From an optimization exercise on the open Yosys and OpenROAD flow, aimed at a short achievable clock period and few clock cycles; shortcuts taken in it are not production practice. The RTL was checked by simulation tests, not by an equivalence proof against the original design. Power figures rest on the tool's default switching activity, not on a simulated workload.

`design/flow/run.sh`:
```
#!/bin/bash
# synth_recipe.tcl (not shown) runs the flow's synth.tcl, then flattens the netlist and writes it again
# the make line also repeats each setting of config.mk as NAME=value (left out here)
make -C /OpenROAD-flow-scripts/flow DESIGN_CONFIG=/design/flow/config.mk WORK_HOME=/design/flow/orfs CLKGATE_MAP_FILE= SYNTH_SCRIPT=/design/flow/synth_recipe.tcl finish
```
`design/flow/config.mk`:
```
export PLATFORM = sky130hd
export DESIGN_NAME = mc_core_top
export DESIGN_NICKNAME = mc_core_top
export VERILOG_FILES = /design/flow/design.v
export SDC_FILE = /design/flow/constraint.sdc
export NUM_CORES = 4
export LEC_CHECK = 0
export ABC_CLOCK_PERIOD_IN_PS = 3000
export CAP_MARGIN = 20
export CELL_PAD_IN_SITES_GLOBAL_PLACEMENT = 2
export CORE_MARGIN = 2
export CORE_UTILIZATION = 40
export GPL_ROUTABILITY_DRIVEN = 1
export GPL_TIMING_DRIVEN = 1
export PLACE_DENSITY = 0.55
export SETUP_SLACK_MARGIN = 5
export SLEW_MARGIN = 20
```
`design/flow/constraint.sdc`:
```
create_clock -name core_clock -period 8.5 [get_ports {clk}]
set_input_delay 1.7000 -clock core_clock [delete_from_list [all_inputs] [get_ports {clk}]]
set_output_delay 1.7000 -clock core_clock [all_outputs]
set_load 0.01 [all_outputs]
```
`design/flow/design.v`:
```
`default_nettype none
package mc_pkg;
    localparam int XLEN = 32;
    typedef enum logic [1:0] {
        ALU_OP_ADD  = 2'b00,
        ALU_OP_SUB  = 2'b01,
        ALU_OP_FUNC = 2'b10
    } t_alu_op;
    typedef enum logic [2:0] {
        ALU_ADD = 3'b000,
        ALU_SUB = 3'b001,
        ALU_AND = 3'b010,
        ALU_OR  = 3'b011,
        ALU_SLT = 3'b101
    } t_alu_ctrl;
    typedef enum logic [1:0] {
        SRC_A_PC     = 2'b00,
        SRC_A_OLD_PC = 2'b01,
        SRC_A_RS1    = 2'b10
    } t_src_a;
    typedef enum logic [1:0] {
        SRC_B_RS2  = 2'b00,
        SRC_B_IMM  = 2'b01,
        SRC_B_FOUR = 2'b10
    } t_src_b;
    typedef enum logic [1:0] {
        RES_ALU_OUT = 2'b00,
        RES_DATA    = 2'b01,
        RES_ALU     = 2'b10
    } t_result_src;
    typedef struct packed {
        logic [6:0] funct7;
        logic [4:0] rs2;
        logic [4:0] rs1;
        logic [2:0] funct3;
        logic [4:0] rd;
        logic [6:0] opcode;
    } t_instr_r;
    typedef struct packed {
        logic [11:0] imm;
        logic [4:0]  rs1;
        logic [2:0]  funct3;
        logic [4:0]  rd;
        logic [6:0]  opcode;
    } t_instr_i;
    typedef struct packed {
        logic [6:0] imm_hi;
        logic [4:0] rs2;
        logic [4:0] rs1;
        logic [2:0] funct3;
        logic [4:0] imm_lo;
        logic [6:0] opcode;
    } t_instr_s;
    typedef struct packed {
        logic       imm_12;
        logic [5:0] imm_10_5;
        logic [4:0] rs2;
        logic [4:0] rs1;
        logic [2:0] funct3;
        logic [3:0] imm_4_1;
        logic       imm_11;
        logic [6:0] opcode;
    } t_instr_b;
    typedef struct packed {
        logic       imm_20;
        logic [9:0] imm_10_1;
        logic       imm_11;
        logic [7:0] imm_19_12;
        logic [4:0] rd;
        logic [6:0] opcode;
    } t_instr_j;
    typedef union packed {
        t_instr_r r;
        t_instr_i i;
        t_instr_s s;
        t_instr_b b;
        t_instr_j j;
    } t_instr;
    localparam logic [6:0] OP_LOAD   = 7'b0000011;
    localparam logic [6:0] OP_STORE  = 7'b0100011;
    localparam logic [6:0] OP_R      = 7'b0110011;
    localparam logic [6:0] OP_I      = 7'b0010011;
    localparam logic [6:0] OP_BRANCH = 7'b1100011;
    localparam logic [6:0] OP_JAL    = 7'b1101111;
endpackage
`default_nettype wire
`timescale 1ns/1ps
`default_nettype none
module reg_file
(
    input  logic        clk,
    input  logic        arstn,
    input  logic [4:0]  i_rs1,
    input  logic [4:0]  i_rs2,
    input  logic        i_we1,
    input  logic [4:0]  i_rd1,
    input  logic [31:0] i_wdata1,
    input  logic        i_we2,
    input  logic [4:0]  i_rd2,
    input  logic [31:0] i_wdata2,
    output logic [31:0] o_rdata1,
    output logic [31:0] o_rdata2
);
    logic [31:0] regs [1:31];
    always_ff @(posedge clk, negedge arstn) begin
        if (!arstn) begin
            for (int i = 1; i < 32; i++) begin
                regs[i] <= '0;
            end
        end else begin
            for (int i = 1; i < 32; i++) begin
                if (i_we1 && (i_rd1 == 5'(i))) begin
                    regs[i] <= i_wdata1;
                end else if (i_we2 && (i_rd2 == 5'(i))) begin
                    regs[i] <= i_wdata2;
                end
            end
        end
    end
    assign o_rdata1 = (i_rs1 == 5'd0) ? '0 : regs[i_rs1];
    assign o_rdata2 = (i_rs2 == 5'd0) ? '0 : regs[i_rs2];
endmodule
`default_nettype wire
`timescale 1ns/1ps
`default_nettype none
import mc_pkg::*;
module mc_core_top
#(
    parameter logic [mc_pkg::XLEN-1:0] RESET_PC = 32'h0
)
(
    input  logic            clk,
    input  logic            arstn,
    input  logic [mc_pkg::XLEN-1:0] i_mem_rdata,
    output logic [mc_pkg::XLEN-1:0] o_mem_addr,
    output logic [mc_pkg::XLEN-1:0] o_mem_wdata,
    output logic            o_mem_we
);
    logic [31:0] maddr;       
    logic [31:0] fa;          
    logic        mcyc;        
    logic        mwe;         
    logic        mld;         
    logic [4:0]  mrd;         
    logic [31:0] mwdata;
    logic        ir_valid;
    logic [31:0] ir;
    logic [31:0] ir_pc;
    logic [31:0] ir_pc4;
    logic        ir_pred;     
    logic [31:0] ir_ptarget;  
    localparam int NJ = 4;
    logic [NJ-1:0] jt_valid;
    logic [29:0]   jt_tag    [NJ];
    logic [31:0]   jt_target [NJ];
    logic [1:0]    jt_ptr;
    localparam int NB = 16;
    logic [NB-1:0] ib_valid;
    logic [29:0]   ib_tag  [NB];
    logic [31:0]   ib_data [NB];
    logic [3:0]    ib_ptr;
    logic        e_valid;
    logic [31:0] e_a;
    logic [31:0] e_b;
    logic [31:0] e_sd;        
    logic [31:0] e_target;    
    logic [4:0]  e_rd;
    logic        e_wen;       
    logic        e_load;
    logic        e_store;
    logic        e_beq;       
    logic        e_sub;
    logic        e_slt;
    logic        e_or;
    logic        e_and;
    logic        e_fwd_a;     
    logic        e_fwd_b;
    logic        e_fwd_sd;
    logic        e_chk;       
    logic [31:0] e_ptarget;
    logic [4:0]  d_rs1;
    logic [4:0]  d_rs2;
    logic [31:0] rf_rdata1;
    logic [31:0] rf_rdata2;
    logic        rf_we1;
    reg_file u_reg_file (
        .clk      (clk),
        .arstn    (arstn),
        .i_rs1    (d_rs1),
        .i_rs2    (d_rs2),
        .i_we1    (rf_we1),
        .i_rd1    (e_rd),
        .i_wdata1 (e_res),
        .i_we2    (mld),
        .i_rd2    (mrd),
        .i_wdata2 (i_mem_rdata),
        .o_rdata1 (rf_rdata1),
        .o_rdata2 (rf_rdata2)
    );
    logic [6:0]  d_op;
    logic [2:0]  d_f3;
    logic [4:0]  d_rd;
    logic        d_alu_f3_ok;
    logic        d_load, d_store, d_beq, d_jal, d_r, d_i;
    logic        d_beq_same;
    logic        d_wen;
    logic [31:0] d_imm_i, d_imm_s, d_imm_b, d_imm_j;
    logic [31:0] d_target;
    assign d_op  = ir[6:0];
    assign d_f3  = ir[14:12];
    assign d_rd  = ir[11:7];
    assign d_rs1 = ir[19:15];
    assign d_rs2 = ir[24:20];
    assign d_alu_f3_ok = (d_f3 == 3'b000) || (d_f3 == 3'b010) ||
                         (d_f3 == 3'b110) || (d_f3 == 3'b111);
    assign d_load  = (d_op == OP_LOAD)   && (d_f3 == 3'b010);
    assign d_store = (d_op == OP_STORE)  && (d_f3 == 3'b010);
    assign d_beq   = (d_op == OP_BRANCH) && (d_f3 == 3'b000);
    assign d_jal   = (d_op == OP_JAL);
    assign d_r     = (d_op == OP_R) && d_alu_f3_ok && (!ir[30] || d_f3 == 3'b000);
    assign d_i     = (d_op == OP_I) && d_alu_f3_ok;
    assign d_beq_same = d_beq && (d_rs1 == d_rs2);
    assign d_wen   = (d_load || d_r || d_i || d_jal) && (d_rd != 5'd0);
    assign d_imm_i = {{20{ir[31]}}, ir[31:20]};
    assign d_imm_s = {{20{ir[31]}}, ir[31:25], ir[11:7]};
    assign d_imm_b = {{20{ir[31]}}, ir[7], ir[30:25], ir[11:8], 1'b0};
    assign d_imm_j = {{12{ir[31]}}, ir[19:12], ir[20], ir[30:21], 1'b0};
    assign d_target = ir_pc + (d_jal ? d_imm_j : d_imm_b);
    logic [31:0] e_sum;
    logic [31:0] e_diff;
    logic        e_lt;
    logic [31:0] e_res;
    logic        e_eq;
    assign e_sum  = e_a + e_b;
    assign e_diff = e_a - e_b;
    assign e_lt   = (e_a[31] ^ e_b[31]) ? e_a[31] : e_diff[31];
    assign e_eq   = (e_a == e_b);
    always_comb begin
        if (e_sub)      e_res = e_diff;
        else if (e_slt) e_res = {31'd0, e_lt};
        else if (e_or)  e_res = e_a | e_b;
        else if (e_and) e_res = e_a & e_b;
        else            e_res = e_sum;
    end
    logic        e_stall;
    logic        e_fire;
    logic        e_redirect;
    logic        e_mem;
    logic        d_fire;
    logic        d_uncond;
    logic        d_redirect;
    logic        d_fix;
    logic        f_ok;
    logic [31:0] f_word;
    logic [31:0] nfa;
    logic        jt_hit;
    logic [31:0] jt_hit_target;
    logic        ib_hit;
    logic [31:0] ib_hit_data;
    logic        fwd_e1, fwd_e2;
    logic        fwd_m1, fwd_m2;
    logic        ld_e1, ld_e2;
    logic [31:0] d_v1, d_v2;
    assign e_stall    = mcyc && (e_fwd_a || e_fwd_b || e_fwd_sd);
    assign e_fire     = e_valid && !e_stall;
    assign e_redirect = e_fire && ((e_beq && e_eq) || (e_chk && (e_ptarget != e_target)));
    assign e_mem      = e_fire && (e_load || e_store);
    assign d_fire     = ir_valid && !e_stall && !e_redirect;
    assign d_uncond   = d_jal || d_beq_same;
    assign d_redirect = d_fire && d_uncond && !ir_pred;
    assign d_fix      = d_fire && !d_uncond && ir_pred;
    always_comb begin
        jt_hit = 1'b0;
        jt_hit_target = '0;
        for (int k = 0; k < NJ; k++) begin
            if (jt_valid[k] && (jt_tag[k] == fa[31:2])) begin
                jt_hit = 1'b1;
                jt_hit_target = jt_hit_target | jt_target[k];
            end
        end
    end
    always_comb begin
        ib_hit = 1'b0;
        ib_hit_data = '0;
        for (int k = 0; k < NB; k++) begin
            if (ib_valid[k] && (ib_tag[k] == fa[31:2])) begin
                ib_hit = 1'b1;
                ib_hit_data = ib_hit_data | ib_data[k];
            end
        end
    end
    assign f_ok   = !e_stall && (!mcyc || ib_hit);
    assign f_word = mcyc ? ib_hit_data : i_mem_rdata;
    always_comb begin
        if (e_redirect)      nfa = e_target;
        else if (d_redirect) nfa = d_target;
        else if (d_fix)      nfa = ir_pc4;
        else if (!f_ok)      nfa = fa;
        else if (jt_hit)     nfa = jt_hit_target;
        else                 nfa = fa + 32'd4;
    end
    assign fwd_e1 = e_fire && e_wen && (e_rd == d_rs1);
    assign fwd_e2 = e_fire && e_wen && (e_rd == d_rs2);
    assign fwd_m1 = mld && (mrd == d_rs1);
    assign fwd_m2 = mld && (mrd == d_rs2);
    assign ld_e1  = e_fire && e_load && (e_rd != 5'd0) && (e_rd == d_rs1);
    assign ld_e2  = e_fire && e_load && (e_rd != 5'd0) && (e_rd == d_rs2);
    assign d_v1   = fwd_e1 ? e_res : fwd_m1 ? i_mem_rdata : rf_rdata1;
    assign d_v2   = fwd_e2 ? e_res : fwd_m2 ? i_mem_rdata : rf_rdata2;
    assign rf_we1 = e_fire && e_wen;
    always_ff @(posedge clk, negedge arstn) begin
        if (!arstn) begin
            maddr    <= RESET_PC;
            fa       <= RESET_PC;
            mcyc     <= 1'b0;
            mwe      <= 1'b0;
            mld      <= 1'b0;
            ir_valid <= 1'b0;
            e_valid  <= 1'b0;
            jt_valid <= '0;
            jt_ptr   <= '0;
            ib_valid <= '0;
            ib_ptr   <= '0;
        end else begin
            maddr <= e_mem ? e_sum : nfa;
            fa    <= nfa;
            mcyc  <= e_mem;
            mwe   <= e_fire && e_store;
            mld   <= e_fire && e_load && (e_rd != 5'd0);
            if (!e_stall) begin
                ir_valid <= f_ok && !(e_redirect || d_redirect || d_fix);
                e_valid  <= d_fire && (d_load || d_store || (d_beq && !d_beq_same) || d_wen ||
                                       (d_uncond && ir_pred));
            end
            if (d_redirect) begin
                jt_valid[jt_ptr] <= 1'b1;
                jt_ptr <= jt_ptr + 1'b1;
            end
            if (!mcyc && !ib_hit) begin
                ib_valid[ib_ptr] <= 1'b1;
                ib_ptr <= ib_ptr + 1'b1;
            end
            if (mwe) begin
                for (int k = 0; k < NB; k++) begin
                    if (ib_tag[k] == maddr[31:2]) ib_valid[k] <= 1'b0;
                end
            end
        end
    end
    always_ff @(posedge clk) begin
        if (e_mem) begin
            mrd    <= e_rd;
            mwdata <= e_sd;
        end
        if (!e_stall) begin
            ir         <= f_word;
            ir_pc      <= fa;
            ir_pc4     <= fa + 32'd4;
            ir_pred    <= jt_hit;
            ir_ptarget <= jt_hit_target;
        end
        if (d_redirect) begin
            jt_tag[jt_ptr]    <= ir_pc[31:2];
            jt_target[jt_ptr] <= d_target;
        end
        if (!mcyc && !ib_hit) begin
            ib_tag[ib_ptr]  <= fa[31:2];
            ib_data[ib_ptr] <= i_mem_rdata;
        end
        if (e_stall) begin
            if (e_fwd_a)  e_a  <= i_mem_rdata;
            if (e_fwd_b)  e_b  <= i_mem_rdata;
            if (e_fwd_sd) e_sd <= i_mem_rdata;
            e_fwd_a  <= 1'b0;
            e_fwd_b  <= 1'b0;
            e_fwd_sd <= 1'b0;
        end else begin
            e_a       <= d_jal ? ir_pc : d_v1;
            if (d_r || d_beq)                e_b <= d_v2;
            else if (d_store)                e_b <= d_imm_s;
            else if (d_jal)                  e_b <= 32'd4;
            else                             e_b <= d_imm_i;
            e_sd      <= d_v2;
            e_target  <= d_target;
            e_rd      <= d_rd;
            e_wen     <= d_wen && !d_load;
            e_load    <= d_load;
            e_store   <= d_store;
            e_beq     <= d_beq && !d_beq_same;
            e_sub     <= d_r && (d_f3 == 3'b000) && ir[30];
            e_slt     <= (d_r || d_i) && (d_f3 == 3'b010);
            e_or      <= (d_r || d_i) && (d_f3 == 3'b110);
            e_and     <= (d_r || d_i) && (d_f3 == 3'b111);
            e_fwd_a   <= ld_e1 && !d_jal;
            e_fwd_b   <= ld_e2 && (d_r || d_beq);
            e_fwd_sd  <= ld_e2 && d_store;
            e_chk     <= d_uncond && ir_pred;
            e_ptarget <= ir_ptarget;
        end
    end
    assign o_mem_addr  = maddr;
    assign o_mem_wdata = mwdata;
    assign o_mem_we    = mwe;
endmodule
`default_nettype wire
```
==> notes.md <==
-- sequential cells by signal, summed over array words and instances (netlist names), 2 cells and up --
| name | cells |
|---|---|
| e_a | 32 |
| e_b | 32 |
| e_ptarget | 32 |
| e_rd | 5 |
| e_sd | 32 |
| e_target | 32 |
| fa | 32 |
| ib_data | 512 |
| ib_ptr | 4 |
| ib_tag | 480 |
| ib_valid | 16 |
| ir | 32 |
| ir_pc | 32 |
| ir_pc4 | 30 |
| ir_ptarget | 32 |
| jt_ptr | 2 |
| jt_tag | 120 |
| jt_target | 128 |
| jt_valid | 4 |
| maddr | 32 |
| mrd | 5 |
| mwdata | 32 |
| u_reg_file.regs | 992 |
-- worst register-to-register path, cell delays in order (launching register included) --
cell	delay, ns
sky130_fd_sc_hd__dfrtp_4	0.58
sky130_fd_sc_hd__buf_12	0.20
sky130_fd_sc_hd__buf_12	0.19
sky130_fd_sc_hd__xor2_2	0.16
sky130_fd_sc_hd__nand3b_1	0.19
sky130_fd_sc_hd__nor4_4	0.06
sky130_fd_sc_hd__a2111o_2	0.60
sky130_fd_sc_hd__or4_4	0.57
sky130_fd_sc_hd__buf_12	0.16
sky130_fd_sc_hd__nor2_4	0.22
sky130_fd_sc_hd__nand2_4	0.16
sky130_fd_sc_hd__buf_6	0.19
sky130_fd_sc_hd__nor3b_4	0.25
sky130_fd_sc_hd__buf_12	0.22
sky130_fd_sc_hd__buf_12	0.16
sky130_fd_sc_hd__buf_16	0.12
-- power groups by stage --
stage,Sequential [mW],Combinational [mW],Clock [mW]
6_report,16.8,19.0,14.1
5_1_grt,16.9,19.0,14.6
4_1_cts,16.8,16.1,14.1
3_5_place_dp,17.1,10.4,0
3_3_place_gp,17.1,10.5,0
2_1_floorplan,16.5,5.95,0
-- area by class of cell --
| type | count | area, sq um | share of cell area, % |
|---|---|---|---|
| Inverter | 143 | 559.3 | 0.3001 |
| Clock inverter | 132 | 1396 | 0.7492 |
| Multi-Input combinational cell | 8721 | 69790 | 37.45 |
| Timing Repair Buffer | 1822 | 25020 | 13.42 |
| Antenna cell | 52 | 130.1 | 0.06982 |
| Tap cell | 4578 | 5728 | 3.073 |
| Sequential cell | 2668 | 74790 | 40.13 |
| Clock buffer | 442 | 8972 | 4.814 |
-- kinds of logic (layout without fill, tap and decap cells) --
family | after synthesis | in the layout | share of synthesized area [%]
mux | 876 | 876 | 6.538
xor+xnor | 1245 | 1245 | 7.871
other cells | 0 | 52 | 0
simple gates | 3089 | 3124 | 10.94
flops | 2668 | 2668 | 53.77
buf+inv | 1243 | 2539 | 3.759
compound gates | 3335 | 3336 | 15.84
fa+ha+maj | 140 | 140 | 1.283
-- path summary, 6_finish.rpt --
check	start	end	slack (ns)	depth (start not counted)
max reg2reg	fa[26]$_DFF_PN0_	ib_tag[7][5]$_DFFE_PP_	4.18	15
min reg2reg	e_sd[1]$_DFFE_PP_	mwdata[1]$_DFFE_PP_	0.41	0
max	fa[26]$_DFF_PN0_	ib_tag[7][5]$_DFFE_PP_	4.18	15
min	e_sd[1]$_DFFE_PP_	mwdata[1]$_DFFE_PP_	0.41	0
max in group asynchronous	arstn	u_reg_file.regs[9][16]$_DFFE_PN0P_	5.58	3
min in group asynchronous	arstn	u_reg_file.regs[28][4]$_DFFE_PN0P_	0.70	1
-- layout by cell type (no fill, tap or decap), types with 120 or more instances in the layout --
master                      instances
sky130_fd_sc_hd__nand2_1          788
sky130_fd_sc_hd__nor2_1           436
sky130_fd_sc_hd__a21oi_1          327
sky130_fd_sc_hd__a211oi_1         179
sky130_fd_sc_hd__nand3_1          141
sky130_fd_sc_hd__o21ai_1          237
sky130_fd_sc_hd__o21ai_2          147
sky130_fd_sc_hd__clkbuf_16        379
sky130_fd_sc_hd__nor2b_1          172
sky130_fd_sc_hd__buf_12           346
sky130_fd_sc_hd__mux2i_1          626
sky130_fd_sc_hd__nand2_4          153
sky130_fd_sc_hd__nor2_4           121
sky130_fd_sc_hd__xnor2_1         1003
sky130_fd_sc_hd__edfxtp_1        1578
sky130_fd_sc_hd__buf_4            735
sky130_fd_sc_hd__nor3_1           120
sky130_fd_sc_hd__a21oi_2          324
sky130_fd_sc_hd__mux2_2           219
sky130_fd_sc_hd__buf_16           192
sky130_fd_sc_hd__inv_1            126
sky130_fd_sc_hd__buf_6            304
sky130_fd_sc_hd__xor2_1           137
sky130_fd_sc_hd__nand4_1          431
sky130_fd_sc_hd__a22oi_1          922
sky130_fd_sc_hd__nand2_2          174
sky130_fd_sc_hd__o21ai_0          396
sky130_fd_sc_hd__dfrtp_1         1026
-- timing repair --
item,in CTS,in global routing
buffers inserted,738,269
endpoints found under the setup margin,2726,2122
gates cloned,196,57
hold buffers,0,0
pin swaps,345,289
resized for setup,2029,1485
-- per-layer routing --
metal / vias to the layer above / routed length [um]
met5: - / 786
met4: 61 / 84260
met3: 3578 / 114600
met1: 65650 / 305800
li1: 49451 / -
met2: 11187 / 363500
==> implementation parameters <==
Parameter                              Value

Status
  Result of the run ... finished clean

STA
  Post-route setup TNS ... 0 ns
  Worst-margin pin slew ... 1.312 ns
  Maximum clock skew at final layout ... 0.08164 ns
  Clock period minus final worst setup slack ... 4.321 ns
  Ratio of final minimum period to clock period ... 50.83%
  Final number of setup-violating endpoints ... 0
  Worst setup margin ... 4.179 ns
  Max-slew headroom ... 11.87%
  RSZ-0062 raised after global routing ... true
  Count of final hold-check violations ... 0
  Fmax achieved ... 231.4 MHz
  Max-slew violation count ... 0
  Worst-case hold slack ... 0.4083 ns

Place
  Worst slack at placement ... 2.553 ns
  DP HPWL ... 453100 um
  Cell area reported after detailed placement ... 147000 sq um
  Post-Place Cells ... 16670
  I/O Buffers ... 98
  Routability congestion estimate ... 0.9301

Power and ir drop
  Proportion of power drawn by combinational gates ... 38.0%
  Sw frac ... 37.11%
  Worst vdd rail ir drop ... 0.1855 mV
  LEAKAGE ... 68.86 nW
  Clock share of power ... 28.3%
  Sequential Power Share ... 33.7%
  Ratio of total power to cell area ... 268.0 nW/um^2
  Switching Power ... 18.53 mW
  Overall power of the completed layout ... 49.94 mW
  Design internal power ... 31.41 mW

Clock tree
  CTS HTree Levels ... 5
  Clock insertion delay at the later pin of the skew report ... 1.01 ns
  Clock transition at the registers of the reported paths ... 0.06 ns
  Max Buffers Root-to-Sink ... 4
  Total clock sinks ... 2668
  TritonCTS buffer count ... 316
  Clock tree from TritonCTS ... yes
  Root buffer selected by CTS ... sky130_fd_sc_hd__clkbuf_16

Routing
  Via-to-Cell Ratio ... 7.001
  Routed via count ... 129927
  # DRC ... 0
  WL/cell ... 46.83 um
  Final ANT Viol Nets ... 0
  Pre-antenna DRT Iters ... 10
  Number of violations reported at the end of detailed-routing iteration 0 ... 21294
  Final Routed Wirelength ... 869000 um

Synth
  Number of storage elements in the synthesis netlist ... 2668
  Post-synthesis cell area ... 138800 sq um
  Number of synthesis warnings ... 35
  Most common cell in the synthesized netlist ... sky130_fd_sc_hd__edfxtp_1
  Mapped Avg Cell Area ... 11.02 sq um
  Synth cell types ... 98
  Number of enable-type register cells in the synthesized netlist ... 1578
  Cell type contributing the most total cell area after synthesis ... sky130_fd_sc_hd__edfxtp_1
  Cell types occupying the most area after synthesis ... sky130_fd_sc_hd__edfxtp_1, sky130_fd_sc_hd__dfrtp_1, sky130_fd_sc_hd__xnor2_1
  Top cells by instance count after synthesis ... sky130_fd_sc_hd__edfxtp_1, sky130_fd_sc_hd__nand2_1, sky130_fd_sc_hd__dfrtp_1, sky130_fd_sc_hd__xnor2_1, sky130_fd_sc_hd__a22oi_1
  Proportion of synthesized chip area in sequential cells ... 53.77%
  Ys async rst share ... 40.74%
  Net count after synthesis ... 12770
  Number of instances in the synthesized netlist ... 12596
  Share of Yosys cell area claimed by the top area cell type ... 34.13%
  Synth Flop Type ... sky130_fd_sc_hd__edfxtp_1

Finish
  Net count, final ... 13846
  Final design utilization ... 53.88%
  Fill cells ... 29447
  Finished Cell Area ... 186400 sq um
  Synth-to-layout area growth ... 34.25%
  Final instance count without filler cells ... 18558
  Layout cells sized above 1 ... 30.41%

Floorplanning
  Starting density of the core ... 40.13%
  Height of the chip ... 593.1 um
  Die Outline Area ... 351800 sq um
  Total I/O pin count ... 99
  Placeable core region ... 345900 sq um
  Die Span X ... 593.1 um
  Row cnt ... 216

Worst setup path
  Cell breakdown of the critical path ... buf_12 > buf_12 > xor2_2 > nand3b_1 > nor4_4 > a2111o_2 > or4_4 > buf_12 > nor2_4 > nand2_4 > buf_6 > nor3b_4 > buf_12 > buf_12 > buf_16
  Largest stage delay on the critical path ... 0.60 ns
  Slowest library cell on the worst path ... sky130_fd_sc_hd__a2111o_2
  CP Buf/Inv Count ... 7
  Worst path required time ... 9.18 ns
  Arrival time at the worst endpoint ... 5.00 ns
  Sort of element at the end of the critical path ... flop
  Dominant cell type by count on the critical path ... sky130_fd_sc_hd__buf_12
  Highest net fanout along the worst path ... 8
  Critical path startpoint category ... flop
  CP Class ... reg -> reg
  Family of cells with the greatest summed delay on the critical path ... simple AND/OR/NAND/NOR gates

Global route
  Met1 Use GR ... 57.36%
  Vias in the first global route ... 119817
  Initial antenna violation count ... 70
  Fraction of met3 tracks used by global routing ... 15.96%
  Leftover overflow at the end of global routing ... 0
  Maximum number of pins on one net before global-route repair ... 145
  All-Layer GR Usage ... 47.04%
  Wire length of the first global-routing pass ... 1113000 um
  Met2 global-route usage ... 68.88%
  Busiest layer in global routing ... met2

Min path
  Path type of the worst min-delay path ... reg -> reg

Run
  Number of max-capacitance violations reported ... 0
Testbench counts, summed over its fixed seeds: cycles 43,200.

==> static timing again, ports no longer ideal <==
How much do the figures lean on ideal ports? The routed layout below was timed once more, with nothing changed but the port constraints.
Step 1 (the two cells are an assumption about what drives the block):
set clk [get_ports {clk}]
set_driving_cell -lib_cell sky130_fd_sc_hd__clkbuf_16 $clk
set_driving_cell -lib_cell sky130_fd_sc_hd__buf_2 [delete_from_list [all_inputs] $clk]
Step 2 moves the port delays by t, midway between the first and last clock arrival at a register: inputs arrive t later, outputs are due t later. That takes back most of the time a late clock gives input paths.
Slacks: no drivers / after step 1 / after step 2; pairs: no drivers / after step 1.
t, ns: 1.081
setup slack, ns: 4.179 / 4.179 / 4.179
worst register clock-pin slew, ns: 0.07 / 0.07
After both steps setup and hold are still met in this run. The setup slack of this run moves by 0.000 ns with the drivers and by 0.000 ns with both steps.
